Context: an optimization exercise on an open-source flow, tuned for small area, a short achievable clock period and few clock cycles per item. The choices shown serve that exercise and are no tape-out recipe. Function was not checked in any run shown here: the RTL went through the layout flow alone. No activity file was given, so power comes from the tool's default toggle rates.

$ cat config.mk
export PLATFORM = sky130hd
export DESIGN_NAME = sigmoidLayer
export DESIGN_NICKNAME = sigmoidLayer
export VERILOG_FILES = /design/flow/design.v
export SDC_FILE = /design/flow/constraint.sdc
export NUM_CORES = 4
export LEC_CHECK = 0
export CAP_MARGIN = 20
export CORE_MARGIN = 2
export CORE_UTILIZATION = 55
export CTS_BUF_LIST = sky130_fd_sc_hd__clkbuf_8
export PLACE_DENSITY = 0.65
export SETUP_SLACK_MARGIN = 1.7
export SLEW_MARGIN = 20
$ cat constraint.sdc
create_clock -name core_clock -period 4.5 [get_ports {clk}]
set_input_delay 0.9000 -clock core_clock [delete_from_list [all_inputs] [get_ports {clk}]]
set_output_delay 0.9000 -clock core_clock [all_outputs]
set_load 0.01 [all_outputs]
$ cat design.v
package sigmoidPkg;
    localparam int DATA_W = 16;
    localparam int FRAC_W = 8;
    typedef logic signed [DATA_W-1:0] preAct_t;
    typedef logic [DATA_W-1:0] act_t;
    function automatic logic [7:0] sigmoidHalf(input logic [2:0] q, input logic [3:0] t);
        case ({q, t})
            7'd1: sigmoidHalf = 8'd6;   
            7'd2: sigmoidHalf = 8'd13;   
            7'd3: sigmoidHalf = 8'd19;   
            7'd4: sigmoidHalf = 8'd25;   
            7'd5: sigmoidHalf = 8'd31;   
            7'd6: sigmoidHalf = 8'd37;   
            7'd7: sigmoidHalf = 8'd43;   
            7'd8: sigmoidHalf = 8'd49;   
            7'd9: sigmoidHalf = 8'd54;   
            7'd10: sigmoidHalf = 8'd59;   
            7'd16: sigmoidHalf = 8'd59;   
            7'd17: sigmoidHalf = 8'd64;   
            7'd18: sigmoidHalf = 8'd69;   
            7'd19: sigmoidHalf = 8'd73;   
            7'd20: sigmoidHalf = 8'd77;   
            7'd21: sigmoidHalf = 8'd81;   
            7'd22: sigmoidHalf = 8'd85;   
            7'd23: sigmoidHalf = 8'd88;   
            7'd24: sigmoidHalf = 8'd92;   
            7'd25: sigmoidHalf = 8'd95;   
            7'd26: sigmoidHalf = 8'd97;   
            7'd32: sigmoidHalf = 8'd97;   
            7'd33: sigmoidHalf = 8'd100;   
            7'd34: sigmoidHalf = 8'd102;   
            7'd35: sigmoidHalf = 8'd105;   
            7'd36: sigmoidHalf = 8'd107;   
            7'd37: sigmoidHalf = 8'd109;   
            7'd38: sigmoidHalf = 8'd110;   
            7'd39: sigmoidHalf = 8'd112;   
            7'd40: sigmoidHalf = 8'd113;   
            7'd41: sigmoidHalf = 8'd115;   
            7'd42: sigmoidHalf = 8'd116;   
            7'd48: sigmoidHalf = 8'd116;   
            7'd49: sigmoidHalf = 8'd117;   
            7'd50: sigmoidHalf = 8'd118;   
            7'd51: sigmoidHalf = 8'd119;   
            7'd52: sigmoidHalf = 8'd120;   
            7'd53: sigmoidHalf = 8'd120;   
            7'd54: sigmoidHalf = 8'd121;   
            7'd55: sigmoidHalf = 8'd122;   
            7'd56: sigmoidHalf = 8'd122;   
            7'd57: sigmoidHalf = 8'd123;   
            7'd58: sigmoidHalf = 8'd123;   
            7'd64: sigmoidHalf = 8'd123;   
            7'd65: sigmoidHalf = 8'd124;   
            7'd66: sigmoidHalf = 8'd124;   
            7'd67: sigmoidHalf = 8'd125;   
            7'd68: sigmoidHalf = 8'd125;   
            7'd69: sigmoidHalf = 8'd125;   
            7'd70: sigmoidHalf = 8'd125;   
            7'd71: sigmoidHalf = 8'd126;   
            7'd72: sigmoidHalf = 8'd126;   
            7'd73: sigmoidHalf = 8'd126;   
            7'd74: sigmoidHalf = 8'd126;   
            7'd80: sigmoidHalf = 8'd126;   
            7'd81: sigmoidHalf = 8'd126;   
            7'd82: sigmoidHalf = 8'd127;   
            7'd83: sigmoidHalf = 8'd127;   
            7'd84: sigmoidHalf = 8'd127;   
            7'd85: sigmoidHalf = 8'd127;   
            7'd86: sigmoidHalf = 8'd127;   
            7'd87: sigmoidHalf = 8'd127;   
            7'd88: sigmoidHalf = 8'd127;   
            7'd89: sigmoidHalf = 8'd127;   
            7'd90: sigmoidHalf = 8'd128;   
            default: sigmoidHalf = 8'd0;
        endcase
    endfunction
endpackage
`timescale 1ns/1ps
module sigmoidLaneIn(x, s, d);
  input [15:0] x;
  wire [15:0] x;
  output s;
  wire s;
  output [7:0] d;
  wire [7:0] d;
  wire _096_;
  wire _097_;
  wire _098_;
  wire _099_;
  wire _100_;
  wire _101_;
  wire _102_;
  wire _103_;
  wire _104_;
  wire _105_;
  wire _106_;
  wire _107_;
  wire _108_;
  wire _109_;
  wire _110_;
  wire _111_;
  wire _112_;
  wire _113_;
  wire _114_;
  wire _115_;
  wire _116_;
  wire _117_;
  wire _118_;
  wire _119_;
  wire _120_;
  wire _121_;
  wire _122_;
  wire _123_;
  wire _124_;
  wire _125_;
  wire _126_;
  wire _127_;
  wire _128_;
  wire _129_;
  wire _130_;
  wire _131_;
  wire _132_;
  wire _133_;
  wire _134_;
  wire _135_;
  wire _136_;
  wire _137_;
  wire _138_;
  wire _139_;
  wire _140_;
  wire _141_;
  wire _142_;
  wire _143_;
  wire _144_;
  wire _145_;
  wire _146_;
  wire _147_;
  wire _148_;
  wire _149_;
  wire _150_;
  wire _151_;
  wire _152_;
  wire _153_;
  wire _154_;
  wire _155_;
  wire _156_;
  wire _157_;
  wire _158_;
  wire _159_;
  wire _160_;
  wire _161_;
  wire _162_;
  wire _163_;
  wire _164_;
  wire _165_;
  wire _166_;
  wire _167_;
  wire _168_;
  wire _169_;
  wire _170_;
  wire _171_;
  wire _172_;
  wire _173_;
  wire _174_;
  wire _175_;
  wire _176_;
  wire _177_;
  wire _178_;
  wire _179_;
  wire _180_;
  wire _181_;
  wire _182_;
  wire _183_;
  wire _184_;
  wire _185_;
  wire _186_;
  wire _187_;
  wire _188_;
  wire _189_;
  wire _190_;
  wire _191_;
  wire _192_;
  wire _193_;
  wire _194_;
  wire _195_;
  wire _196_;
  wire _197_;
  wire _198_;
  wire _199_;
  wire _200_;
  wire _201_;
  wire _202_;
  wire _203_;
  wire _204_;
  wire _205_;
  wire _206_;
  wire _207_;
  wire _208_;
  wire _209_;
  wire _210_;
  wire _211_;
  wire _212_;
  wire _213_;
  wire _214_;
  wire _215_;
  wire _216_;
  wire _217_;
  wire _218_;
  wire _219_;
  wire _220_;
  wire _221_;
  wire _222_;
  wire _223_;
  wire _224_;
  wire _225_;
  wire _226_;
  wire _227_;
  wire _228_;
  wire _229_;
  wire _230_;
  wire _231_;
  wire _232_;
  wire _233_;
  wire _234_;
  wire _235_;
  wire _236_;
  wire _237_;
  wire _238_;
  wire _239_;
  wire _240_;
  wire _241_;
  wire _242_;
  wire _243_;
  wire _244_;
  wire _245_;
  wire _246_;
  wire _247_;
  wire _248_;
  wire _249_;
  wire _250_;
  wire _251_;
  wire _252_;
  wire _253_;
  wire _254_;
  wire _255_;
  wire _256_;
  wire _257_;
  wire _258_;
  wire _259_;
  wire _260_;
  wire _261_;
  wire _262_;
  wire _263_;
  wire _264_;
  wire _265_;
  wire _266_;
  wire _267_;
  wire _268_;
  wire _269_;
  wire _270_;
  wire _271_;
  wire _272_;
  wire _273_;
  wire _274_;
  wire _275_;
  wire _276_;
  wire _277_;
  wire _278_;
  wire _279_;
  wire _280_;
  wire _281_;
  wire _282_;
  wire _283_;
  wire _284_;
  wire _285_;
  wire _286_;
  wire _287_;
  wire _288_;
  wire _289_;
  wire _290_;
  wire _291_;
  wire _292_;
  wire _293_;
  wire _294_;
  wire _295_;
  wire _296_;
  wire _297_;
  wire _298_;
  wire _299_;
  wire _300_;
  wire _301_;
  wire _302_;
  wire _303_;
  wire _304_;
  wire _305_;
  wire _306_;
  wire _307_;
  wire _308_;
  wire _309_;
  wire _310_;
  wire _311_;
  wire _312_;
  wire _313_;
  wire _314_;
  wire _315_;
  wire _316_;
  wire _317_;
  wire _318_;
  wire _319_;
  wire _320_;
  wire _321_;
  wire _322_;
  wire _323_;
  wire _324_;
  wire _325_;
  wire _326_;
  wire _327_;
  wire _328_;
  wire _329_;
  wire _330_;
  wire _331_;
  wire _332_;
  wire _333_;
  wire _334_;
  wire _335_;
  wire _336_;
  wire _337_;
  wire _338_;
  wire _339_;
  wire _340_;
  wire _341_;
  wire _342_;
  wire _343_;
  wire _344_;
  wire _345_;
  wire _346_;
  wire _347_;
  wire _348_;
  wire _349_;
  wire _350_;
  wire _351_;
  wire _352_;
  wire _353_;
  wire _354_;
  wire _355_;
  wire _356_;
  wire _357_;
  wire _358_;
  wire _359_;
  wire _360_;
  wire _361_;
  wire _362_;
  wire _363_;
  wire _364_;
  wire _365_;
  wire _366_;
  wire _367_;
  wire _368_;
  wire _369_;
  wire _370_;
  wire _371_;
  wire _372_;
  wire _373_;
  wire _374_;
  wire _375_;
  wire _376_;
  wire _377_;
  wire _378_;
  wire _379_;
  wire _380_;
  wire _381_;
  wire _382_;
  wire _383_;
  wire _384_;
  wire _385_;
  wire _386_;
  wire _387_;
  wire _388_;
  wire _389_;
  wire _390_;
  wire _391_;
  wire _392_;
  wire _393_;
  wire _394_;
  wire _395_;
  wire _396_;
  wire _397_;
  wire _398_;
  wire _399_;
  wire _400_;
  wire _401_;
  wire _402_;
  wire _403_;
  wire _404_;
  wire _405_;
  wire _406_;
  wire _407_;
  wire _408_;
  wire _409_;
  wire _410_;
  wire _411_;
  wire _412_;
  wire _413_;
  wire _414_;
  wire _415_;
  wire _416_;
  wire _417_;
  wire _418_;
  wire _419_;
  wire _420_;
  wire _421_;
  wire _422_;
  wire _423_;
  wire _424_;
  wire _425_;
  wire _426_;
  wire _427_;
  wire _428_;
  wire _429_;
  wire _430_;
  wire _431_;
  wire _432_;
  wire _433_;
  wire _434_;
  wire _435_;
  wire _436_;
  wire _437_;
  wire _438_;
  wire _439_;
  wire _440_;
  wire _441_;
  wire _442_;
  wire _443_;
  wire _444_;
  wire _445_;
  wire _446_;
  wire _447_;
  wire _448_;
  wire _449_;
  wire _450_;
  wire _451_;
  wire _452_;
  wire _000_;
  wire _001_;
  wire _002_;
  wire _003_;
  wire _004_;
  wire _005_;
  wire _006_;
  wire _007_;
  wire _008_;
  wire _009_;
  wire _010_;
  wire _011_;
  wire _012_;
  wire _013_;
  wire _014_;
  wire _015_;
  wire _016_;
  wire _017_;
  wire _018_;
  wire _019_;
  wire _020_;
  wire _021_;
  wire _022_;
  wire _023_;
  wire _024_;
  wire _025_;
  wire _026_;
  wire _027_;
  wire _028_;
  wire _029_;
  wire _030_;
  wire _031_;
  wire _032_;
  wire _033_;
  wire _034_;
  wire _035_;
  wire _036_;
  wire _037_;
  wire _038_;
  wire _039_;
  wire _040_;
  wire _041_;
  wire _042_;
  wire _043_;
  wire _044_;
  wire _045_;
  wire _046_;
  wire _047_;
  wire _048_;
  wire _049_;
  wire _050_;
  wire _051_;
  wire _052_;
  wire _053_;
  wire _054_;
  wire _055_;
  wire _056_;
  wire _057_;
  wire _058_;
  wire _059_;
  wire _060_;
  wire _061_;
  wire _062_;
  wire _063_;
  wire _064_;
  wire _065_;
  wire _066_;
  wire _067_;
  wire _068_;
  wire _069_;
  wire _070_;
  wire _071_;
  wire _072_;
  wire _073_;
  wire _074_;
  wire _075_;
  wire _076_;
  wire _077_;
  wire _078_;
  wire _079_;
  wire _080_;
  wire _081_;
  wire _082_;
  wire _083_;
  wire _084_;
  wire _085_;
  wire _086_;
  wire _087_;
  wire _088_;
  wire _089_;
  wire _090_;
  wire _091_;
  wire _092_;
  wire _093_;
  wire _094_;
  wire _095_;
  assign _025_ = ~ x[7];
  assign _026_ = _096_ & _097_;
  assign _096_ = ~ x[8];
  assign _097_ = ~ _025_;
  assign _098_ = _099_ & _100_;
  assign _099_ = ~ x[3];
  assign _100_ = ~ x[2];
  assign _101_ = ~ x[6];
  assign _102_ = ~ x[5];
  assign _103_ = ~ x[4];
  assign _104_ = _098_ | _101_;
  assign _105_ = _104_ | _102_;
  assign _027_ = _105_ | _103_;
  assign _106_ = ~ _027_;
  assign _107_ = ~ x[10];
  assign _028_ = _106_ | _107_;
  assign _108_ = _109_ & _110_;
  assign _109_ = ~ x[1];
  assign _110_ = ~ x[0];
  assign _111_ = ~ x[3];
  assign _112_ = ~ x[2];
  assign _113_ = _108_ | _111_;
  assign _029_ = _113_ | _112_;
  assign _114_ = _115_ & _116_;
  assign _030_ = _114_ & _117_;
  assign _115_ = ~ x[6];
  assign _116_ = ~ x[5];
  assign _117_ = ~ x[4];
  assign _118_ = ~ _029_;
  assign _119_ = ~ _030_;
  assign _031_ = _118_ | _119_;
  assign _120_ = ~ _028_;
  assign _121_ = ~ _031_;
  assign _032_ = _120_ | _121_;
  assign _033_ = ~ x[8];
  assign _122_ = _123_ & _124_;
  assign _123_ = ~ x[7];
  assign _124_ = ~ _033_;
  assign _125_ = ~ _032_;
  assign _034_ = _122_ | _125_;
  assign _126_ = _127_ & _128_;
  assign _127_ = ~ _026_;
  assign _128_ = ~ _032_;
  assign _129_ = ~ _034_;
  assign _035_ = _126_ | _129_;
  assign _130_ = x[8] & _132_;
  assign _131_ = _133_ & x[10];
  assign _132_ = ~ x[10];
  assign _133_ = ~ x[8];
  assign _036_ = _130_ | _131_;
  assign _037_ = _134_ & _135_;
  assign _134_ = ~ x[9];
  assign _135_ = ~ x[10];
  assign _136_ = ~ x[9];
  assign _137_ = ~ x[10];
  assign _038_ = _136_ | _137_;
  assign _039_ = ~ _038_;
  assign _040_ = _138_ & _139_;
  assign _138_ = ~ _037_;
  assign _139_ = ~ _039_;
  assign _140_ = _142_ & _143_;
  assign _141_ = _144_ & _145_;
  assign _142_ = ~ _035_;
  assign _143_ = ~ _040_;
  assign _144_ = ~ _036_;
  assign _145_ = ~ _040_;
  assign _041_ = _140_ | _141_;
  assign _146_ = _148_ & _149_;
  assign _147_ = x[15] & x[10];
  assign _148_ = ~ x[15];
  assign _149_ = ~ x[10];
  assign _042_ = _146_ | _147_;
  assign _043_ = _150_ & _151_;
  assign _150_ = ~ x[7];
  assign _151_ = ~ _033_;
  assign _044_ = _152_ & _153_;
  assign _152_ = ~ _043_;
  assign _153_ = ~ _026_;
  assign _154_ = _156_ & _157_;
  assign _155_ = x[6] & x[8];
  assign _156_ = ~ x[6];
  assign _157_ = ~ x[8];
  assign _045_ = _154_ | _155_;
  assign _158_ = ~ _044_;
  assign _159_ = ~ _045_;
  assign _046_ = _158_ | _159_;
  assign _160_ = ~ _031_;
  assign _161_ = ~ _027_;
  assign _047_ = _160_ | _161_;
  assign _048_ = ~ _047_;
  assign _049_ = _162_ & _163_;
  assign _162_ = ~ _046_;
  assign _163_ = ~ _048_;
  assign _164_ = _166_ & _167_;
  assign _165_ = x[15] & x[9];
  assign _166_ = ~ x[15];
  assign _167_ = ~ x[9];
  assign _050_ = _164_ | _165_;
  assign _168_ = x[1] & x[3];
  assign _169_ = _168_ & x[4];
  assign _170_ = x[2] & x[3];
  assign _171_ = _170_ & x[4];
  assign _051_ = _169_ | _171_;
  assign _172_ = _178_ & _179_;
  assign _173_ = _172_ & _180_;
  assign _174_ = _181_ & _182_;
  assign _175_ = _174_ & _183_;
  assign _176_ = _184_ & _185_;
  assign _177_ = _176_ & _186_;
  assign _178_ = ~ x[1];
  assign _179_ = ~ x[3];
  assign _180_ = ~ x[4];
  assign _181_ = ~ x[0];
  assign _182_ = ~ x[3];
  assign _183_ = ~ x[4];
  assign _184_ = ~ x[2];
  assign _185_ = ~ x[3];
  assign _186_ = ~ x[4];
  assign _187_ = _173_ | _175_;
  assign _052_ = _187_ | _177_;
  assign _188_ = _190_ & _191_;
  assign _189_ = _192_ & _193_;
  assign _190_ = ~ x[6];
  assign _191_ = ~ _052_;
  assign _192_ = ~ x[5];
  assign _193_ = ~ _051_;
  assign _053_ = _188_ | _189_;
  assign _194_ = _195_ & _196_;
  assign _195_ = ~ x[6];
  assign _196_ = ~ x[5];
  assign _197_ = ~ _053_;
  assign _054_ = _194_ | _197_;
  assign _055_ = _198_ & _199_;
  assign _198_ = ~ _050_;
  assign _199_ = ~ _044_;
  assign _200_ = _202_ & _055_;
  assign _201_ = _203_ & _055_;
  assign _202_ = ~ _054_;
  assign _203_ = ~ _045_;
  assign _056_ = _200_ | _201_;
  assign _057_ = _204_ & _205_;
  assign _204_ = ~ _050_;
  assign _205_ = ~ _056_;
  assign _206_ = x[8] & _208_;
  assign _207_ = _209_ & x[9];
  assign _208_ = ~ x[9];
  assign _209_ = ~ x[8];
  assign _058_ = _206_ | _207_;
  assign _210_ = _211_ & _212_;
  assign _211_ = ~ _049_;
  assign _212_ = ~ _057_;
  assign _213_ = ~ _058_;
  assign _059_ = _210_ | _213_;
  assign _214_ = ~ x[12];
  assign _215_ = ~ x[13];
  assign _216_ = ~ x[14];
  assign _217_ = _214_ | _215_;
  assign _060_ = _217_ | _216_;
  assign _218_ = ~ x[15];
  assign _219_ = ~ x[11];
  assign _061_ = _218_ | _219_;
  assign _220_ = _221_ & _222_;
  assign _062_ = _220_ & _223_;
  assign _221_ = ~ x[12];
  assign _222_ = ~ x[13];
  assign _223_ = ~ x[14];
  assign _063_ = _224_ & _225_;
  assign _224_ = ~ x[15];
  assign _225_ = ~ x[11];
  assign _226_ = ~ _062_;
  assign _227_ = ~ _063_;
  assign _064_ = _226_ | _227_;
  assign _228_ = _231_ & _232_;
  assign _229_ = _228_ & _233_;
  assign _230_ = _234_ & _235_;
  assign _231_ = ~ _060_;
  assign _232_ = ~ _037_;
  assign _233_ = ~ _061_;
  assign _234_ = ~ _039_;
  assign _235_ = ~ _064_;
  assign _065_ = _229_ | _230_;
  assign _236_ = _237_ & _238_;
  assign _237_ = ~ _042_;
  assign _238_ = ~ _059_;
  assign _239_ = ~ _065_;
  assign d[7] = _236_ | _239_;
  assign d[6] = _240_ & _241_;
  assign _240_ = ~ _041_;
  assign _241_ = ~ d[7];
  assign _066_ = ~ _035_;
  assign _067_ = _242_ & _243_;
  assign _242_ = ~ _040_;
  assign _243_ = ~ _066_;
  assign _244_ = _246_ & _247_;
  assign _245_ = _248_ & _249_;
  assign _246_ = ~ _059_;
  assign _247_ = ~ d[7];
  assign _248_ = ~ _067_;
  assign _249_ = ~ d[7];
  assign d[5] = _244_ | _245_;
  assign _250_ = _252_ & _253_;
  assign _251_ = x[7] & x[6];
  assign _252_ = ~ x[7];
  assign _253_ = ~ x[6];
  assign _068_ = _250_ | _251_;
  assign _069_ = _254_ & _255_;
  assign _254_ = ~ _068_;
  assign _255_ = ~ _040_;
  assign _256_ = _258_ & _259_;
  assign _257_ = x[6] & x[10];
  assign _258_ = ~ x[6];
  assign _259_ = ~ x[10];
  assign _070_ = _256_ | _257_;
  assign _071_ = ~ _070_;
  assign _072_ = _260_ & _261_;
  assign _260_ = ~ _040_;
  assign _261_ = ~ _071_;
  assign _262_ = _263_ & _264_;
  assign _263_ = ~ _043_;
  assign _264_ = ~ _026_;
  assign _265_ = ~ _048_;
  assign _073_ = _262_ | _265_;
  assign _266_ = ~ _073_;
  assign _267_ = ~ _046_;
  assign _074_ = _266_ | _267_;
  assign _268_ = _269_ & _270_;
  assign _269_ = ~ _069_;
  assign _270_ = ~ _072_;
  assign _271_ = ~ _074_;
  assign _075_ = _268_ | _271_;
  assign _272_ = _059_ & _065_;
  assign d[4] = _272_ & _075_;
  assign _076_ = _273_ & _274_;
  assign _273_ = ~ x[6];
  assign _274_ = ~ x[9];
  assign _077_ = ~ _054_;
  assign _078_ = _275_ & _276_;
  assign _275_ = ~ _047_;
  assign _276_ = ~ _077_;
  assign _079_ = ~ _078_;
  assign _277_ = ~ x[6];
  assign _278_ = ~ x[9];
  assign _080_ = _277_ | _278_;
  assign _279_ = _280_ & _281_;
  assign _081_ = _279_ & _080_;
  assign _280_ = ~ _076_;
  assign _281_ = ~ _079_;
  assign _282_ = _284_ & _285_;
  assign _283_ = x[15] & x[8];
  assign _284_ = ~ x[15];
  assign _285_ = ~ x[8];
  assign _082_ = _282_ | _283_;
  assign _083_ = ~ _082_;
  assign _084_ = _286_ & _287_;
  assign _286_ = ~ _071_;
  assign _287_ = ~ _069_;
  assign _288_ = _289_ & _290_;
  assign _085_ = _288_ & _291_;
  assign _289_ = ~ _055_;
  assign _290_ = ~ _084_;
  assign _291_ = ~ _081_;
  assign _292_ = _294_ & _295_;
  assign _293_ = _296_ & _297_;
  assign _294_ = ~ _081_;
  assign _295_ = ~ _085_;
  assign _296_ = ~ _083_;
  assign _297_ = ~ _085_;
  assign _086_ = _292_ | _293_;
  assign _298_ = _299_ & _300_;
  assign _087_ = _298_ & _301_;
  assign _299_ = ~ _047_;
  assign _300_ = ~ _070_;
  assign _301_ = ~ _074_;
  assign _302_ = _306_ & _307_;
  assign _303_ = _302_ & _308_;
  assign _304_ = _309_ & _310_;
  assign _305_ = _304_ & _311_;
  assign _306_ = ~ _066_;
  assign _307_ = ~ _049_;
  assign _308_ = ~ _087_;
  assign _309_ = ~ _077_;
  assign _310_ = ~ _049_;
  assign _311_ = ~ _087_;
  assign _088_ = _303_ | _305_;
  assign _312_ = x[15] & _314_;
  assign _313_ = _315_ & x[7];
  assign _314_ = ~ x[7];
  assign _315_ = ~ x[15];
  assign _089_ = _312_ | _313_;
  assign _316_ = _317_ & _318_;
  assign _317_ = ~ _042_;
  assign _318_ = ~ _071_;
  assign _319_ = ~ _077_;
  assign _090_ = _316_ | _319_;
  assign _320_ = _321_ & _322_;
  assign _321_ = ~ _042_;
  assign _322_ = ~ _089_;
  assign _323_ = ~ _090_;
  assign _091_ = _320_ | _323_;
  assign _324_ = ~ _088_;
  assign _325_ = ~ _091_;
  assign _092_ = _324_ | _325_;
  assign _093_ = ~ _050_;
  assign _326_ = ~ _089_;
  assign _327_ = ~ _068_;
  assign _094_ = _326_ | _327_;
  assign _328_ = _329_ & _330_;
  assign _329_ = ~ _036_;
  assign _330_ = ~ _093_;
  assign _331_ = ~ _094_;
  assign _095_ = _328_ | _331_;
  assign _332_ = ~ _095_;
  assign _333_ = ~ _048_;
  assign _000_ = _332_ | _333_;
  assign _001_ = _334_ & _335_;
  assign _334_ = ~ _072_;
  assign _335_ = ~ _000_;
  assign _002_ = _336_ & _337_;
  assign _336_ = ~ _048_;
  assign _337_ = ~ _095_;
  assign _338_ = _340_ & _341_;
  assign _339_ = _342_ & _343_;
  assign _340_ = ~ _058_;
  assign _341_ = ~ _067_;
  assign _342_ = ~ _001_;
  assign _343_ = ~ _002_;
  assign _003_ = _338_ | _339_;
  assign _004_ = ~ _068_;
  assign _005_ = _344_ & _345_;
  assign _344_ = ~ _004_;
  assign _345_ = ~ _072_;
  assign _006_ = _346_ & _347_;
  assign _346_ = ~ _089_;
  assign _347_ = ~ _005_;
  assign _348_ = _349_ & _350_;
  assign _349_ = ~ _006_;
  assign _350_ = ~ _092_;
  assign _351_ = ~ _065_;
  assign _007_ = _348_ | _351_;
  assign _352_ = _355_ & _356_;
  assign _353_ = _357_ & _358_;
  assign _354_ = _359_ & _360_;
  assign _355_ = ~ _086_;
  assign _356_ = ~ _007_;
  assign _357_ = ~ _092_;
  assign _358_ = ~ _007_;
  assign _359_ = ~ _003_;
  assign _360_ = ~ _007_;
  assign _361_ = _352_ | _353_;
  assign d[0] = _361_ | _354_;
  assign _362_ = _083_ & _073_;
  assign _363_ = _054_ & _073_;
  assign _008_ = _362_ | _363_;
  assign _364_ = _367_ & _368_;
  assign _365_ = _369_ & _370_;
  assign _366_ = _371_ & _372_;
  assign _367_ = ~ _047_;
  assign _368_ = ~ _049_;
  assign _369_ = ~ _004_;
  assign _370_ = ~ _049_;
  assign _371_ = ~ _083_;
  assign _372_ = ~ _049_;
  assign _373_ = _364_ | _365_;
  assign _009_ = _373_ | _366_;
  assign _374_ = _375_ & _376_;
  assign _375_ = ~ _045_;
  assign _376_ = ~ _008_;
  assign _377_ = ~ _009_;
  assign _010_ = _374_ | _377_;
  assign _011_ = ~ _040_;
  assign _378_ = ~ _010_;
  assign _379_ = ~ _011_;
  assign _012_ = _378_ | _379_;
  assign _380_ = _382_ & _383_;
  assign _381_ = _384_ & _385_;
  assign _382_ = ~ _078_;
  assign _383_ = ~ _056_;
  assign _384_ = ~ _072_;
  assign _385_ = ~ _056_;
  assign _013_ = _380_ | _381_;
  assign _386_ = _387_ & _388_;
  assign _387_ = ~ _004_;
  assign _388_ = ~ _059_;
  assign _389_ = ~ _012_;
  assign _390_ = ~ _013_;
  assign _391_ = _386_ | _389_;
  assign _014_ = _391_ | _390_;
  assign d[3] = _392_ & _393_;
  assign _392_ = ~ d[7];
  assign _393_ = ~ _014_;
  assign _394_ = _004_ & _396_;
  assign _395_ = _397_ & _078_;
  assign _396_ = ~ _078_;
  assign _397_ = ~ _004_;
  assign _015_ = _394_ | _395_;
  assign _398_ = _400_ & _401_;
  assign _399_ = _402_ & _403_;
  assign _400_ = ~ _014_;
  assign _401_ = ~ _067_;
  assign _402_ = ~ _092_;
  assign _403_ = ~ _067_;
  assign _016_ = _398_ | _399_;
  assign _017_ = _015_ | _016_;
  assign _404_ = _406_ & _017_;
  assign _405_ = _407_ & _017_;
  assign _406_ = ~ _094_;
  assign _407_ = ~ _082_;
  assign _018_ = _404_ | _405_;
  assign _408_ = _410_ & _411_;
  assign _409_ = _412_ & _413_;
  assign _410_ = ~ _078_;
  assign _411_ = ~ _011_;
  assign _412_ = ~ _042_;
  assign _413_ = ~ _011_;
  assign _019_ = _408_ | _409_;
  assign _414_ = _416_ & _417_;
  assign _415_ = _418_ & _419_;
  assign _416_ = ~ _019_;
  assign _417_ = ~ _081_;
  assign _418_ = ~ _050_;
  assign _419_ = ~ _056_;
  assign _020_ = _414_ | _415_;
  assign _420_ = _421_ & _422_;
  assign _421_ = ~ _088_;
  assign _422_ = ~ _018_;
  assign _423_ = ~ _065_;
  assign _021_ = _420_ | _423_;
  assign _424_ = _426_ & _427_;
  assign _425_ = _428_ & _429_;
  assign _426_ = ~ _018_;
  assign _427_ = ~ _021_;
  assign _428_ = ~ _020_;
  assign _429_ = ~ _021_;
  assign d[2] = _424_ | _425_;
  assign _022_ = _430_ & _431_;
  assign _430_ = ~ _058_;
  assign _431_ = ~ _010_;
  assign _023_ = _432_ & _433_;
  assign _432_ = ~ _022_;
  assign _433_ = ~ _015_;
  assign _434_ = _440_ & _441_;
  assign _435_ = _434_ & _442_;
  assign _436_ = _443_ & _444_;
  assign _437_ = _436_ & _445_;
  assign _438_ = _446_ & _447_;
  assign _439_ = _438_ & _448_;
  assign _440_ = ~ _077_;
  assign _441_ = ~ _095_;
  assign _442_ = ~ _023_;
  assign _443_ = ~ _004_;
  assign _444_ = ~ _095_;
  assign _445_ = ~ _023_;
  assign _446_ = ~ _022_;
  assign _447_ = ~ _095_;
  assign _448_ = ~ _023_;
  assign _449_ = _435_ | _437_;
  assign _024_ = _449_ | _439_;
  assign _450_ = _451_ & _452_;
  assign d[1] = _450_ & _017_;
  assign _451_ = ~ d[7];
  assign _452_ = ~ _024_;
  assign s = x[15];
endmodule
module sigmoidLaneOut (
    input  logic       s,
    input  logic [7:0] d,
    output logic [8:0] result
);
    logic [7:0] lower;
    logic or01;
    logic or23;
    logic or45;
    logic or03;
    assign or01 = d[0] | d[1];
    assign or23 = d[2] | d[3];
    assign or45 = d[4] | d[5];
    assign or03 = or01 | or23;
    assign lower[0] = 1'b0;
    assign lower[1] = d[0];
    assign lower[2] = or01;
    assign lower[3] = or01 | d[2];
    assign lower[4] = or03;
    assign lower[5] = or03 | d[4];
    assign lower[6] = or03 | or45;
    assign lower[7] = or03 | or45 | d[6];
    assign result[6:0] = d[6:0] ^ ({7{s}} & lower[6:0]);
    assign result[7] = ~(d[7] ^ (s & lower[7]));
    assign result[8] = ~s & d[7];
endmodule
`timescale 1ns/1ps
module sigmoidLayer #(
    parameter int NUM_LANES = 10
) (
    input  logic                                 clk,
    input  logic                                 rst,
    input  logic                                 inValid,
    output logic                                 inReady,
    input  sigmoidPkg::preAct_t [NUM_LANES-1:0] inData,
    output logic                                 outValid,
    input  logic                                 outReady,
    output sigmoidPkg::act_t [NUM_LANES-1:0]    outData
);
    logic sNext [NUM_LANES];
    logic [7:0] dNext [NUM_LANES];
    logic sReg [NUM_LANES];
    logic [7:0] dReg [NUM_LANES];
    logic [8:0] res [NUM_LANES];
    logic accept;
    assign inReady = !outValid || outReady;
    assign accept = inValid && inReady;
    always_ff @(posedge clk) begin
        if (rst) begin
            outValid <= 1'b0;
        end else if (inReady) begin
            outValid <= inValid;
        end
    end
    for (genvar i = 0; i < NUM_LANES; i++) begin : genLane
        sigmoidLaneIn laneIn (
            .x(inData[i]),
            .s(sNext[i]),
            .d(dNext[i])
        );
        always_ff @(posedge clk) begin
            if (accept) begin
                sReg[i] <= sNext[i];
                dReg[i] <= dNext[i];
            end
        end
        sigmoidLaneOut laneOut (
            .s(sReg[i]),
            .d(dReg[i]),
            .result(res[i])
        );
        assign outData[i] = {7'd0, res[i]};
    end
endmodule
$ cat flow/run.sh
#!/bin/bash
# Standard synthesis, then the combinational logic re-mapped by ABC for area (registers kept
# as the standard synthesis made them), then the standard layout from floorplan to finish.
set -euo pipefail
W=$(pwd)
R=$W/orfs/results/${FLOW_PLATFORM}/sigmoidLayer/base
L=$W/orfs/logs/${FLOW_PLATFORM}/sigmoidLayer/base
LIB=$FLOW_HOME/platforms/${FLOW_PLATFORM}/lib/sky130_fd_sc_hd__tt_025C_1v80.lib

# 1. The standard synthesis
bash standard.sh $R/1_2_yosys.v > $W/log_1_synth.txt 2>&1
cp $R/1_2_yosys.v $W/std_1_2_yosys.v

# 2. Re-map the combinational cells for area
python3 $W/flow/mkmap.py $LIB $W/comb_cells.v > $W/log_2_mkmap.txt 2>&1
DONTUSE=$(grep -o -- "-dont_use [A-Za-z0-9_]*" $L/1_2_yosys.log | sort -u | tr '\n' ' ')
if [[ -f $W/flow/remap.abc ]]; then
  cp $W/flow/remap.abc $W/remap.abc
else
  printf 'strash\ndch -f\nmap -a\ntopo\nstime -p\n' > $W/remap.abc
fi
# The logic from the registers to the outputs may get its own (faster) mapping first
OUTPASS=""
if [[ -f $W/flow/remap_out.abc ]]; then
  cp $W/flow/remap_out.abc $W/remap_out.abc
  OUTPASS="select -set oc o:outData %ci*:-sky130_fd_sc_hd__edfxtp_1
abc -liberty $LIB $DONTUSE -script $W/remap_out.abc @oc
select -clear"
fi
# One remap per seed of the area script (4 at a time); keep the smallest
SEEDS=${REMAP_SEEDS:-$(cat $W/flow/remap_seeds 2>/dev/null || echo 1)}
for S in $SEEDS; do
  sed "s/-S [0-9]*/-S $S/" $W/remap.abc > $W/remap_s$S.abc
  cat > $W/remap_s$S.ys <<EOS
read_liberty -lib $LIB
read_verilog $W/std_1_2_yosys.v
hierarchy -top $FLOW_TOP
techmap -map $W/comb_cells.v
techmap
opt -purge
$OUTPASS
abc -liberty $LIB $DONTUSE -script $W/remap_s$S.abc
opt_clean -purge
hilomap -singleton -hicell sky130_fd_sc_hd__conb_1 HI -locell sky130_fd_sc_hd__conb_1 LO
insbuf -buf sky130_fd_sc_hd__buf_4 A X
splitnets
opt_clean -purge
tee -o $W/remap_s$S.stat stat -liberty $LIB
write_verilog -noattr -noexpr -nohex -nodec $W/remap_s$S.v
EOS
  yosys -s $W/remap_s$S.ys > $W/log_2_remap_s$S.txt 2>&1 &
  while (( $(jobs -r | wc -l) >= 4 )); do sleep 1; done
done
wait
BEST=""; BESTA=""
for S in $SEEDS; do
  A=$(grep -o "Chip area for module .*: [0-9.]*" $W/remap_s$S.stat | awk '{print $NF}')
  echo "seed $S area $A" >> $W/log_2_remap_pick.txt
  if [[ -z "$BEST" ]] || python3 -c "import sys; sys.exit(0 if $A < $BESTA else 1)"; then BEST=$S; BESTA=$A; fi
done
echo "picked seed $BEST area $BESTA" >> $W/log_2_remap_pick.txt
cp $W/remap_s$BEST.v $W/remap_1_2_yosys.v
cp $W/remap_1_2_yosys.v $R/1_2_yosys.v
touch $R/1_2_yosys.v

if [[ -f $W/flow/skip_tie_fanout ]]; then export SKIP_REPAIR_TIE_FANOUT=1; fi
export BUFFER_PORTS_ARGS="-buffer_cell ${PORT_BUFFER:-sky130_fd_sc_hd__buf_1}"
bash standard.sh > $W/log_3_layout.txt 2>&1
$ cat flow/mkmap.py
#!/usr/bin/env python3
# Writes a Yosys techmap file turning each combinational liberty cell into its logic function.
import re, sys
lib = open(sys.argv[1]).read()
out = open(sys.argv[2], 'w')
pos = 0
cells = []
for m in re.finditer(r'\n\s*cell\s*\(\s*"?(\w+)"?\s*\)\s*\{', lib):
    cells.append((m.group(1), m.start()))
cells.append((None, len(lib)))
n = 0
for (name, s), (_, e) in zip(cells, cells[1:]):
    body = lib[s:e]
    if re.search(r'\n\s*(ff|latch|statetable)\s*\(', body):
        continue
    pins = []
    for pm in re.finditer(r'\n\s*pin\s*\(\s*"?(\w+)"?\s*\)\s*\{', body):
        pb = body[pm.end():pm.end() + 4000]
        # cut at next pin
        nxt = re.search(r'\n\s*pin\s*\(', pb)
        if nxt: pb = pb[:nxt.start()]
        d = re.search(r'direction\s*:\s*"?(\w+)"?', pb)
        f = re.search(r'\bfunction\s*:\s*"([^"]*)"', pb)
        pins.append((pm.group(1), d.group(1) if d else None, f.group(1) if f else None))
    outs = [p for p in pins if p[1] == 'output']
    ins = [p for p in pins if p[1] == 'input']
    if not outs or any(o[2] is None for o in outs):
        continue
    ports = [p[0] for p in ins] + [o[0] for o in outs]
    out.write(f"module {name} ({', '.join(ports)});\n")
    for p in ins: out.write(f"  input {p[0]};\n")
    for o in outs:
        fn = o[2].replace('!', '~')
        fn = re.sub(r'\b1\b', "1'b1", fn); fn = re.sub(r'\b0\b', "1'b0", fn)
        out.write(f"  output {o[0]};\n  assign {o[0]} = {fn};\n")
    out.write("endmodule\n\n")
    n += 1
print(n, "cells")
$ cat flow/remap.abc
strash
&get -n
&deepsyn -S 1 -T 120
&put
dch -f
map -D 1200
topo
stime -p
$ cat flow/remap_out.abc
strash
dch -f
map -D 500
topo
stime -p
$ cat flow/remap_seeds
1 2 3 4
$ cat flow/skip_tie_fanout
tie cells: one for all constant outputs
$ cat standard.sh
#!/bin/bash
# synth_recipe.tcl (not shown) runs the flow's synth.tcl, then flattens the netlist and writes it again
# the make line also repeats each setting of config.mk as NAME=value (left out here)
make -C /OpenROAD-flow-scripts/flow DESIGN_CONFIG=/design/flow/config.mk WORK_HOME=/design/flow/orfs CLKGATE_MAP_FILE= SYNTH_SCRIPT=/design/flow/synth_recipe.tcl "${@:-finish}"
==> results.json, run 1 <==
{
  "status": "complete, no violations",
  "clock-sinks": 91,
  "detailed_place_hpwl_um": 25400,
  "postCtsHoldBufs": 0,
  "timing.rr.start": "outValid",
  "grt_pass1_vias": 11163,
  "antenna_found_initial": 2,
  "layout_commonest_cell": "nand2_1",
  "final_max_slew_viol_count": 0,
  "regToRegSetupSlack_ns": 2.77,
  "numPortBuffers": 255,
  "leakage_nw": 4.50,
  "tns_ns": 0,
  "fin_util_pct": 61.2,
  "clkLatencyLatePin_ns": 0.37,
  "clock_tree.buffer_depth": 2,
  "layout_common_cells": "nand2_1 (363), buf_1 (242), clkinv_1 (231), nor2_1 (205), nand3_1 (119)",
  "grt_pass1_wl_um": 51200,
  "start_util_pct": 55.6,
  "r2r-end": "dReg[7][6]",
  "endpoint_kind": "output port",
  "routed-via-count": 12353,
  "cts.htree.levels": 3,
  "synth_area_per_cell_um2": 6.51,
  "endpoint": "outData[135]",
  "fillers": 2010,
  "syn_nets": 1877,
  "dr.pass1.iters": 6,
  "clock_skew_ns": 0.0109,
  "r2r_cells": 2,
  "crit_type": "flop to output port",
  "cts_tree": "built",
  "grt.total_usage_pct": 28.2,
  "final_nets": 2065,
  "core_area_mm2": 0.0200,
  "peakVddDrop_uv": 125,
  "drt-vias-per-instance": 5.67,
  "postPlaceCellArea_mm2": 0.0119,
  "fmaxAchievable_mhz": 379,
  "syn_to_final_growth_pct": 9.93,
  "crit_arrival_ns": 1.74,
  "clockRootBuffer": "clkbuf_8",
  "grt_overflow_total": 0,
  "cp-startpoint": "dReg[8][1]",
  "path_clk_slew_ns": 0.09,
  "wl_per_cell_um": 14.1,
  "die-area_mm2": 0.0214,
  "drc": 0,
  "die_w_um": 146,
  "gp_congestion": 0.988,
  "period_needed_ns": 2.64,
  "io_pins": 326,
  "finalCritPeriodShare_pct": 58.6,
  "rsz0062_at_grt": "yes",
  "drt-initial-drc-count": 754,
  "ys.warnings.count": 8,
  "drv_cap": 0,
  "setup_viol": 0,
  "dieHeight_um": 146,
  "final_antenna_net_count": 0,
  "routed_wl_um": 30800,
  "num_rows": 52,
  "cp-start-kind": "flop",
  "hp-class": "flop to flop",
  "relSlewSlack_pct": 54.5,
  "synth_cells": 1713,
  "grt_start_max_net_pins": 72,
  "power_per_cell_area_mw_per_mm2": 238,
  "drive_gt1_share_pct": 4.04,
  "worst_slew_pin_slew_ns": 0.681,
  "stdcell_area_mm2": 0.0123,
  "required_ns": 3.60,
  "final_hold_viol_count": 0,
  "cts_buffers": 9,
  "cp_max_fo": 4,
  "synth_area_mm2": 0.0112
}
-- timing repair --
action	4_1_cts	5_1_grt
setup buffers	0	1
setup endpoints to repair	4	58
gates resized for setup	3	49
-- layer usage --
metal	track usage, %	up-vias	wire (µm)
met5	0	-	13
met4	9.51	2	760
met3	3.88	64	2280
met2	47.7	476	14600
met1	37.3	5547	13200
li1	-	6264	-
-- area by class of cell --
type | instances | area, µm² | area share, %
multi-input cells | 1309 | 7090 | 57.8
flip-flops and latches | 91 | 2720 | 22.2
repair buffers | 257 | 1000 | 8.17
inverters | 233 | 892 | 7.28
well taps | 270 | 338 | 2.76
clock buffers | 9 | 124 | 1.01
clock inverters | 7 | 92.6 | 0.755
diodes | 1 | 2.50 | 0.0204
-- critical path, stage by stage, from the launching register on --
cell	delay [ns]
edfxtp_1	0.45
nor3_1	0.28
nand2_1	0.13
nand2_1	0.15
o2111ai_1	0.12
nand2_1	0.09
buf_1	0.15
-- registers in the layout, summed over array words and instances (netlist names) --
name / flops
sReg: 10
dReg: 80
outValid: 1
-- where the power goes --
group	total [mW]	switching (mW)	internal (mW)
registers	1.03	0.0452	0.986
clock network	0.610	0.299	0.312
logic	1.27	0.849	0.422
-- how the worst min path moves through the flow --
stage	startpoint	endpoint	slack, ns	depth (start not counted)
2_1_floorplan	outValid	outValid	0.61	2
3_3_place_gp	outValid	outValid	0.52	2
3_5_place_dp	outValid	outValid	0.53	2
4_1_cts	outValid	outValid	0.55	2
5_1_grt	outValid	outValid	0.58	2
6_report	outValid	outValid	0.54	2
-- through the flow --
step / worst slack [ns] / instances / total power [mW] / hold slack, ns
2_1_floorplan: 1.65 / 1713 / 1.94 / 0.609
3_3_place_gp: 1.20 / 2159 / 2.27 / 0.523
3_5_place_dp: 1.20 / 2159 / 2.28 / 0.534
4_1_cts: 1.71 / 2175 / 2.89 / 0.545
5_1_grt: 1.62 / 2176 / 3.12 / 0.578
6_report: 1.86 / 2177 / 2.91 / 0.541
==> run 2, diff against run 1 <==
--- a/flow/run.sh
+++ b/flow/run.sh
@@ -11,4 +11,29 @@
 bash standard.sh $R/1_2_yosys.v > $W/log_1_synth.txt 2>&1
 cp $R/1_2_yosys.v $W/std_1_2_yosys.v
+
+# 1b. The same synthesis with a lighter ABC script, which keeps the structure of the
+# (already optimised) RTL; used only if it gives exactly the standard synthesis's registers
+SRC=$W/std_1_2_yosys.v
+if [[ -f $W/flow/synth.abc ]]; then
+  rm -rf $W/myscripts $W/orfs_light
+  cp -r $FLOW_HOME/scripts $W/myscripts
+  cp $W/flow/synth.abc $W/myscripts/abc_speed.script
+  cp $W/flow/synth.abc $W/myscripts/abc_area.script
+  LR=$W/orfs_light/results/${FLOW_PLATFORM}/sigmoidLayer/base
+  if make -C $FLOW_HOME DESIGN_CONFIG=$FLOW_CONFIG WORK_HOME=$W/orfs_light CLKGATE_MAP_FILE= \
+       SCRIPTS_DIR=$W/myscripts SYNTH_SCRIPT=$W/synth_recipe.tcl $LR/1_2_yosys.v > $W/log_1b_light_synth.txt 2>&1; then
+    regs() { grep -oE "sky130_fd_sc_hd__(edfxtp|dfxtp|dfrtp|dfstp|dfbbp|dfrbp|sdf|dlx)[a-z0-9_]* +[^ ]+" $1 | sed 's/_[0-9]* / /' | sort; }
+    regs $W/std_1_2_yosys.v > $W/regs_std.txt
+    regs $LR/1_2_yosys.v > $W/regs_light.txt
+    if cmp -s $W/regs_std.txt $W/regs_light.txt && [[ -s $W/regs_std.txt ]]; then
+      SRC=$LR/1_2_yosys.v
+      echo "using the light synthesis" > $W/log_1b_choice.txt
+    else
+      echo "registers differ: using the standard synthesis" > $W/log_1b_choice.txt
+    fi
+  else
+    echo "light synthesis failed: using the standard synthesis" > $W/log_1b_choice.txt
+  fi
+fi
 
 # 2. Re-map the combinational cells for area
@@ -34,5 +59,5 @@
   cat > $W/remap_s$S.ys <<EOS
 read_liberty -lib $LIB
-read_verilog $W/std_1_2_yosys.v
+read_verilog $SRC
 hierarchy -top $FLOW_TOP
 techmap -map $W/comb_cells.v
==> flow/remap_out.abc (replaced) <==
strash
dch -f
map -D 300
topo
stime -p
==> flow/synth.abc (new file) <==
strash
dch -f
map -a
topo
stime -p
==> run 2 against run 1 <==
Sequential power is essentially flat. Critical endpoint is now dReg[8][2]. Critical path type is now input port to flop. Highest routed layer unchanged. Synthesized cell count shrank 2.4%. Global-route usage shrank 1.5 points. Largest power group unchanged. Largest cell class unchanged.
==> results.json, run 2 <==
{
  "stdcell_area_mm2": 0.0121,
  "largestRegisters": "dReg (80), sReg (10), outValid (1)",
  "min_from": "outValid",
  "layout_common_cells": "nand2_1 (334), buf_1 (244), clkinv_1 (217), nor2_1 (199), a21oi_1 (101)",
  "drv_cap": 0,
  "endpoint_kind": "flop",
  "drt-vias-per-instance": 5.61,
  "ys.warnings.count": 8,
  "clockRootBuffer": "clkbuf_8",
  "peakVddDrop_uv": 155,
  "clock_skew_ns": 0.00937,
  "detailed_place_hpwl_um": 24300,
  "clock_tree.buffer_depth": 2,
  "clock-sinks": 91,
  "fin_ws_ns": 1.79,
  "status": "complete, no violations",
  "fmaxAchievable_mhz": 369,
  "leakage_nw": 4.57,
  "final_hold_viol_count": 0,
  "period_needed_ns": 2.71,
  "cts_tree": "built",
  "final_max_slew_viol_count": 0,
  "timing.rr.start": "outValid",
  "postPlaceCellArea_mm2": 0.0118,
  "dp.cells": 2113,
  "tns_ns": 0,
  "worst_slew_pin_slew_ns": 0.612,
  "postCtsHoldBufs": 0,
  "core_area_mm2": 0.0196,
  "dr.pass1.iters": 5,
  "syn_nets": 1836,
  "holdWs_ns": 0.613,
  "largest_register_ffs": 80,
  "final_nets": 2036,
  "antenna_found_initial": 3,
  "cts_buffers": 9,
  "numPortBuffers": 255,
  "routed-via-count": 12023,
  "cp-start-kind": "input port",
  "cp_max_fo": 9,
  "r2r_cells": 2,
  "clkLatencyLatePin_ns": 0.36,
  "dieHeight_um": 146,
  "syn_to_final_growth_pct": 9.94,
  "met2_usage_pct": 45.3,
  "gp_congestion": 0.987,
  "fin_util_pct": 61.8,
  "routed_wl_um": 29300,
  "layout_commonest_cell": "nand2_1",
  "grt_use_met1_pct": 33.7,
  "grt.total_usage_pct": 26.7,
  "path_clk_slew_ns": 0.10,
  "start_util_pct": 56.2,
  "min_to": "outValid",
  "required_ns": 4.64,
  "die_w_um": 146,
  "grtUsageMet3_pct": 5.17,
  "drt-initial-drc-count": 616,
  "crit_type": "input port to flop",
  "dpl_worst_slack_ns": 1.29,
  "drc": 0,
  "hp-class": "flop to flop",
  "wl_per_cell_um": 13.7,
  "cts.htree.levels": 3,
  "final_antenna_net_count": 0,
  "finalCritPeriodShare_pct": 60.3,
  "grt_start_max_net_pins": 73,
  "rsz0062_at_grt": "no",
  "whs_path_depth": 2,
  "grt_pass1_wl_um": 48100,
  "synth_area_per_cell_um2": 6.59,
  "grt_pass1_vias": 10709,
  "final-instance-count-excl-fill": 2143,
  "synth_area_mm2": 0.0110,
  "setup_viol": 0,
  "r2r-end": "dReg[9][3]",
  "cp-startpoint": "inData[134]",
  "crit_arrival_ns": 2.85,
  "largest-register": "dReg",
  "cpMaxStageDelayCell": "o22ai_1",
  "total_power_mw": 2.80,
  "io_pins": 326,
  "num_rows": 51,
  "regToRegSetupSlack_ns": 2.82,
  "drive_gt1_share_pct": 4.42,
  "synth_cells": 1672,
  "die-area_mm2": 0.0212,
  "critPathMaxStageDelay_ns": 0.34,
  "power_per_cell_area_mw_per_mm2": 231,
  "busiest_layer": "met2",
  "relSlewSlack_pct": 59.1,
  "grt_overflow_total": 0,
  "cp_cell_sequence": "buf_1 > a21oi_1 > o22ai_1 > a21oi_1 > o21ai_0 > nand3_1 > a31oi_1 > o22ai_1 > a32oi_1 > nor2_1"
}
## run 2: cell types whose count changed in the layout (fill, tap and decap cells not counted), moves of 11 or more
| cell | change |
|---|---|
| nand2_1 | -29 |
| o211ai_1 | -25 |
| a21oi_1 | +21 |
| nand3_1 | -20 |
| a31oi_1 | -16 |
| o21a_1 | +15 |
| clkinv_1 | -14 |
| a211oi_1 | -12 |
| buf_4 | +12 |
| o21ai_1 | +11 |
| o21ai_2 | +11 |
| o22ai_1 | +11 |
| or2_2 | +11 |
## run 2: worst max path at each step
stage / endpoint / slack, ns
3_3_place_gp: dReg[8][2] / 1.32
5_1_grt: outData[119] / 1.69
2_1_floorplan: dReg[0][0] / 1.65
4_1_cts: outData[7] / 1.70
3_5_place_dp: dReg[8][2] / 1.29
6_report: dReg[8][2] / 1.79
## run 2: report_power, final
| part | internal [mW] | total [mW] | switching, mW |
|---|---|---|---|
| combinational | 0.433 | 1.27 | 0.837 |
| sequential | 0.986 | 1.03 | 0.0431 |
| clock | 0.203 | 0.498 | 0.295 |
| total | 1.62 | 2.80 | 1.18 |
## run 2: cell type report
cell class | count | area, µm²
sequential | 91 | 2720
antenna | 1 | 2.50
inverter | 219 | 840
multi-input combinational | 1282 | 6950
fill | 1871 | 7480
clock buffer | 9 | 124
timing repair buffer | 269 | 1090
clock inverter | 7 | 52.6
tap | 265 | 332
## run 2: critical path: cells and delay by family
kind                   cells  cell delay, ns
AOI/OAI and AO/OA          7            1.42
and+or+nand+nor            2            0.20
buffers and inverters      1            0.32
## run 2: repair_timing
item | in CTS | in global routing
endpoints found under the setup margin | 20 | 69
setup buffers | 3 | 10
gates resized for setup | 12 | 49
## run 2: metal layers
metal / routed length [µm] / share of wire (%)
met5: 26 / 0.089
met4: 1050 / 3.6
met3: 2520 / 8.6
met2: 13400 / 46
met1: 12300 / 42

## static timing again, ports no longer ideal
The results above use ideal ports. As a check the final layouts listed here were re-extracted and re-timed, cells and wires unchanged.
Step 1: set_driving_cell puts a clkbuf_16 on clk and a buf_2 on each other input, an assumption about the parent block.
Step 2 adds t to the input delays and takes it off the output delays; t is the mean of the earliest and latest rising clock arrival at the registers after step 1. Input paths then give back, and output paths get back, about the clock's delay inside the block.
Slacks: ideal ports / drivers / drivers and shift; pairs: ideal ports / drivers.
run | t, ns | setup WS [ns] | slew at the worst register clock pin (ns) | cell pins on the clock port's net
run 1 | 0.403 | 1.861 / 1.827 / 1.443 | 0.09 / 0.09 | 1
run 2 | 0.402 | 1.787 / 1.799 / 1.400 | 0.10 / 0.10 | 1
After both steps setup and hold are still met in every run listed. For run 1, which loses most, drivers alone change the setup slack by -0.034 ns; drivers and shift together by -0.418 ns.
